Source: an optimization exercise on an open RTL-to-GDS flow (aim: small area). Production flows keep margins and buffers that such runs may drop.
Only simulation tests tie the RTL to the original design; equivalence was not proved.
Power is estimated from default activity; no workload was simulated.

===== design.v =====
module id_stage_pipe #(
    parameter int XLEN     = 32,
    parameter int NUM_REGS = 32,
    parameter int RAW      = $clog2(NUM_REGS),
    parameter int LINK_REG = 31
) (
    input  logic               clk,
    input  logic               reset,
    input  logic               if_valid,
    input  logic [31:0]        if_instr,
    input  logic [31:0]        if_pc,
    output logic               id_ready,
    input  logic               wb_we,
    input  logic [RAW-1:0]     wb_addr,
    input  logic [XLEN-1:0]    wb_data,
    input  logic               ex_ready,
    input  logic               flush,
    output logic               ex_valid,
    output logic [31:0]        ex_pc,
    output logic [5:0]         ex_op,
    output logic [5:0]         ex_funct,
    output logic [4:0]         ex_shamt,
    output logic [XLEN-1:0]    ex_rs_data,
    output logic [XLEN-1:0]    ex_rt_data,
    output logic [XLEN-1:0]    ex_imm,
    output logic [25:0]        ex_target,
    output logic [RAW-1:0]     ex_dst,
    output logic               ex_regwrite,
    output logic               ex_memread,
    output logic               ex_memwrite
);
    typedef struct packed {
        logic [31:0]     pc;
        logic [5:0]      op;
        logic [5:0]      funct;
        logic [4:0]      shamt;
        logic [XLEN-1:0] rs_data;
        logic [XLEN-1:0] rt_data;
        logic [XLEN-1:0] imm;
        logic [25:0]     target;
        logic [RAW-1:0]  dst;
        logic            regwrite;
        logic            memread;
        logic            memwrite;
    } ex_fields_t;
    localparam logic [RAW-1:0] LINK_ADDR = RAW'(LINK_REG);
    logic [XLEN-1:0] rf [NUM_REGS];
    ex_fields_t      dec;
    ex_fields_t      ex_reg;
    logic            ex_live;
    logic [5:0]      op;
    logic [15:0]     imm16;
    logic [RAW-1:0]  rs;
    logic [RAW-1:0]  rt;
    logic [RAW-1:0]  rd;
    logic            rs_used;
    logic            rt_used;
    logic            stall;
    assign op    = if_instr[31:26];
    assign imm16 = if_instr[15:0];
    assign rs    = if_instr[21 +: RAW];
    assign rt    = if_instr[16 +: RAW];
    assign rd    = if_instr[11 +: RAW];
    always_ff @(posedge clk or posedge reset) begin
        if (reset) begin
            for (int i = 0; i < NUM_REGS; i++) rf[i] <= '0;
        end else if (wb_we && wb_addr != '0) begin
            rf[wb_addr] <= wb_data;
        end
    end
    always_comb begin
        dec          = '0;
        dec.pc       = if_pc;
        dec.op       = op;
        dec.funct    = if_instr[5:0];
        dec.shamt    = if_instr[10:6];
        dec.target   = if_instr[25:0];
        dec.rs_data = rf[rs];
        if (wb_we && wb_addr == rs) dec.rs_data = wb_data;
        if (rs == '0) dec.rs_data = '0;
        dec.rt_data = rf[rt];
        if (wb_we && wb_addr == rt) dec.rt_data = wb_data;
        if (rt == '0) dec.rt_data = '0;
        case (op)
            6'h00: begin
                dec.dst      = rd;
                dec.regwrite = (if_instr[5:0] != 6'h08);
            end
            6'h08, 6'h09, 6'h0A, 6'h0B, 6'h0C, 6'h0D, 6'h0E, 6'h0F: begin
                dec.dst      = rt;
                dec.regwrite = 1'b1;
            end
            6'h23: begin
                dec.dst      = rt;
                dec.regwrite = 1'b1;
                dec.memread  = 1'b1;
            end
            6'h2B:   dec.memwrite = 1'b1;
            6'h03: begin
                dec.dst      = LINK_ADDR;
                dec.regwrite = 1'b1;
            end
            default: ;
        endcase
        case (op)
            6'h0C, 6'h0D, 6'h0E: dec.imm = XLEN'(imm16);
            6'h0F:               dec.imm = XLEN'({imm16, 16'h0000});
            default:             dec.imm = XLEN'($signed(imm16));
        endcase
    end
    always_comb begin
        rs_used = !(op == 6'h02 || op == 6'h03 || op == 6'h0F);
        rt_used = (op == 6'h00 || op == 6'h2B || op == 6'h04 || op == 6'h05);
        stall   = if_valid && ex_live && ex_reg.memread && ex_reg.dst != '0 &&
                  ((rs_used && ex_reg.dst == rs) || (rt_used && ex_reg.dst == rt));
    end
    assign id_ready = !stall && (!ex_live || ex_ready);
    always_ff @(posedge clk or posedge reset) begin
        if (reset) begin
            ex_live <= 1'b0;
            ex_reg  <= '0;
        end else if (flush) begin
            ex_live <= 1'b0;
        end else if (ex_live && !ex_ready) begin
            ex_live <= 1'b1;
        end else if (stall) begin
            ex_live <= 1'b0;
        end else if (if_valid) begin
            ex_live <= 1'b1;
            ex_reg  <= dec;
        end else begin
            ex_live <= 1'b0;
        end
    end
    assign ex_valid    = ex_live;
    assign ex_pc       = ex_reg.pc;
    assign ex_op       = ex_reg.op;
    assign ex_funct    = ex_reg.funct;
    assign ex_shamt    = ex_reg.shamt;
    assign ex_rs_data  = ex_reg.rs_data;
    assign ex_rt_data  = ex_reg.rt_data;
    assign ex_imm      = ex_reg.imm;
    assign ex_target   = ex_reg.target;
    assign ex_dst      = ex_reg.dst;
    assign ex_regwrite = ex_reg.regwrite;
    assign ex_memread  = ex_reg.memread;
    assign ex_memwrite = ex_reg.memwrite;
endmodule

===== run.sh =====
#!/bin/bash
# synth_recipe.tcl (not shown) runs the flow's synth.tcl, then flattens the netlist and writes it again
# the make line also repeats each setting of config.mk as NAME=value (left out here)
make -C /OpenROAD-flow-scripts/flow DESIGN_CONFIG=/design/flow/config.mk WORK_HOME=/design/flow/orfs CLKGATE_MAP_FILE= SYNTH_SCRIPT=/design/flow/synth_recipe.tcl finish

===== config.mk =====
export PLATFORM = sky130hd
export DESIGN_NAME = id_stage_pipe
export DESIGN_NICKNAME = id_stage_pipe
export VERILOG_FILES = /design/flow/design.v
export SDC_FILE = /design/flow/constraint.sdc
export NUM_CORES = 4
export LEC_CHECK = 0
export CAP_MARGIN = 20
export CORE_MARGIN = 2
export CORE_UTILIZATION = 25
export PLACE_DENSITY = 0.3
export SLEW_MARGIN = 20

===== constraint.sdc =====
create_clock -name core_clock -period 5.0 [get_ports {clk}]
set_input_delay 1.0000 -clock core_clock [delete_from_list [all_inputs] [get_ports {clk}]]
set_output_delay 1.0000 -clock core_clock [all_outputs]
set_load 0.01 [all_outputs]

==> out/results.txt <==
Mux share of post-synthesis cell area = 0.216
Post CTS Setup Buffer Count = 0
Data arrival, critical path = 3.07 ns
Post-synth EDFFs = 0
XOR/XNOR Fraction of Synth Area = 0.00304
Sequential area share after synthesis = 0.503
Worst R2R Path Depth = 8
Critical Path Fanout Max = 5
Skew final = 0.0297 ns
Hold Violations, Final = 0
Row count = 176
Worst R2R End = ex_reg[76]
Number of I/O port buffers = 287
Post-layout nets = 5535
Max reg flops = 992
# Max-Cap Violations = 0
Cell family with most CP delay = simple AND/OR/NAND/NOR gates
Worst hold stages = 2
Share of layout cells above drive strength 1 = 0.335
Hold_buf cts = 0
Commonest register cell after synthesis = dfrtp_1
Post-DP HPWL = 274 mm
Final TNS setup = 0 ns
Hold Path End = ex_reg[49]
Drt first pass iters = 6
# setup viols final = 0
Hold WC Path Type = reg -> reg
Max layer used = met5
CTS root buf = clkbuf_16
Worst skew pair latency = 0.82 ns
Mapped Cells = 5023
Met1 wire length = 179 mm
Critical Path Source = ex_reg[5]
Synthesis Warnings = 2
Slowest CP cell = or4_1
Critical path buffer and inverter count = 1
Drc violations = 0
Worst VDD drop = 0.274 mV
Critical path capture point type = output port
Post-Synth Simple-Gate Area = 0.0854
Largest net degree at the start of global routing = 94
Main combinational cell family by area after synthesis = multiplexers
Reg clk slew, reported paths = 0.05 ns
Die height = 484 um
Cell variety after synth = 78
Post-DR wirelength/cell = 48.4 um
CTS max path bufs = 3
Seq cells post-synth = 1161
Num CTS Buffers = 155
Starting density of the core = 0.251
Chip width = 484 um
Core area = 230000 sq um
Synthesized area per cell = 11.5 sq um
DIE AREA = 235000 sq um
Period minus WS final = 4.07 ns
Crit path kind = reg -> out
Detailed Route WL = 416 mm
CP startpoint kind = flip-flop
Global Route Usage Sum = 0.345
Fmax = 246 MHz
RSZ-0062 raised after global routing = no
Leak = 0.0310 uW
Resized cells post-CTS = 0
Worst r2r src = ex_reg[5]
First-pass GRT wire length = 540 mm
Mapped Nets = 5130
RePlAce Congestion = 0.935
Vias in the first global route = 51100
Drt via density = 6.15
Post-synthesis compound-gate area fraction = 0.154
Flop-to-flop setup slack = 1.79 ns
Min-delay src = ex_reg[49]
CTS H-tree depth = 4
Crit path cell chain = or4_1 -> o2111ai_2 -> nand4b_1 -> o41ai_2 -> nor2_1 -> clkdlybuf4s50_1
IO Pins = 288
Initial DRC count = 7908
Initial antenna violation count = 40
Post-Synth Adder-Cell Area = 0
GRT Residual Overflow = 0
Worst-Margin Slew = 1.30 ns
Total power = 29800 uW
CTS sink cnt = 1161
Status = finished clean
Layout area overhead = 25.8%
CTS tree = done
Slowest stage delay, CP = 0.56 ns
Slew Viols, Final = 0
Via count = 52800
Rel. slew slack = 0.113
Final period utilization = 0.814
WP data required = 4.00 ns
Synthesized area = 57700 sq um
Cell Pwr Density = 411 nW/um^2
Routed Antenna Nets = 0
Routed wl met2 = 179 mm
Async SR Flop Fraction = 1.00
Routed wl met3 = 34.9 mm
## layout make-up
class                   count  area, sq um
fillers                 23400       157000
flip-flops and latches   1161        29100
multi-input cells        3359        27300
repair buffers            736         7310
clock buffers             229         4520
well taps                3026         3790
clock inverters            45          562
inverters                  15         60.1
diodes                     14         35.0
## worst reg2reg max path, delay by kind of cell, from the launching register on
| kind | cells | cell delay, ns |
|---|---|---|
| buffers and inverters | 2 | 0.47 |
| AND/OR/NAND/NOR | 3 | 1.52 |
| flip-flops | 1 | 0.50 |
| AO/OA/AOI/OAI | 3 | 0.65 |
## cell usage after synthesis (21+ instances only)
cell,instances,share of area
mux2_2,1019,0.20
buf_2,110,0.0095
dfrtp_1,1161,0.50
nor3_1,78,0.0068
o21ai_0,106,0.0092
and3_1,46,0.0050
mux2i_1,97,0.017
nor2b_1,21,0.0023
a22o_1,93,0.014
a22oi_1,600,0.078
clkbuf_1,284,0.018
a221oi_1,86,0.013
nor2_1,129,0.0084
nand4_1,106,0.011
nand3_1,99,0.0086
buf_1,65,0.0042
nand2_1,365,0.024
nor4_1,25,0.0027
o21ai_1,48,0.0042
or4_1,22,0.0029
a21oi_1,107,0.0093
## how the worst max path moves through the flow
| stage | depth (start not counted) | endpoint | slack (ns) |
|---|---|---|---|
| after floorplan | 1 | ex_live | -12.03 |
| after global placement | 11 | ex_reg[68] | 0.51 |
| after detailed placement | 11 | ex_reg[129] | 0.48 |
| after CTS | 6 | id_ready | 0.82 |
| after global routing | 6 | id_ready | 0.77 |
| final | 6 | id_ready | 0.93 |
## layout by cell type (no fill, tap or decap), types with 18 or more instances in the layout
cell type,n
dfrtp_1,1161
buf_4,371
nand4_1,106
nor2_4,70
mux2_2,1019
clkbuf_1,43
a221oi_1,86
nor2_1,59
a32oi_1,18
a22o_1,93
buf_12,86
nor3_1,70
clkdlybuf4s50_1,274
nand2b_1,18
or4_1,21
nand2_1,352
a22oi_1,600
a21oi_1,107
o21ai_0,106
clkbuf_16,160
clkbuf_8,26
clkinv_2,22
and3_1,46
mux2i_1,97
nand3_1,95
nor4_1,25
o21ai_1,48
## through the flow
| stage | std cells | utilization | cell area [sq um] | hold slack, ns | setup WS, ns |
|---|---|---|---|---|---|
| floorplan | 5023 | - | 57700 | 0.489 | -12.03 |
| global placement | 8295 | 0.294 | 67500 | 0.451 | 0.515 |
| detailed placement | 8297 | 0.294 | 67500 | 0.457 | 0.482 |
| CTS | 8571 | 0.316 | 72600 | 0.470 | 0.819 |
| global route | 8572 | 0.316 | 72600 | 0.488 | 0.766 |
| finish | 8585 | 0.316 | 72600 | 0.463 | 0.932 |
## kinds of logic after synthesis
group,Yosys count
AOI/OAI and AO/OA,1223
xor gates and xnor gates,20
buffers and inverters,503
DFF,1161
muxes,1118
and+or+nand+nor,998
## power by group
part / internal (uW) / switching (uW)
Combinational: 2400 / 2630
Sequential: 11200 / 2060
Clock: 6800 / 4720
Total: 20400 / 9410
## routing by layer
metal | vias to the layer above | global-route usage
li1 | 20000 | -
met1 | 28500 | 0.472
met2 | 3338 | 0.513
met3 | 936 | 0.0795
met4 | 12 | 0.160
met5 | - | 0

what the ideal ports hide:
The results above use ideal ports. As a check the final layout listed here was re-extracted and re-timed, cells and wires unchanged.
Step 1 (the two cells are an assumption about what drives the block):
set clk [get_ports {clk}]
set_driving_cell -lib_cell sky130_fd_sc_hd__clkbuf_16 $clk
set_driving_cell -lib_cell sky130_fd_sc_hd__buf_2 [delete_from_list [all_inputs] $clk]
Step 2 moves the port delays by t, midway between the first and last clock arrival at a register: inputs arrive t later, outputs are due t later. That takes back most of the time a late clock gives input paths.
a / b / c = no drivers / after step 1 / after step 2; a / b = the first two.
shift t [ns]: 0.897
setup slack, ns: 0.932 / 0.839 / 0.173
hold WS [ns]: 0.463 / 0.463 / 0.463
worst slew at a driven data input, ns: 0.09
After both steps this run still meets setup and hold. For this run, drivers alone change the setup slack by -0.093 ns; drivers and shift together by -0.759 ns.
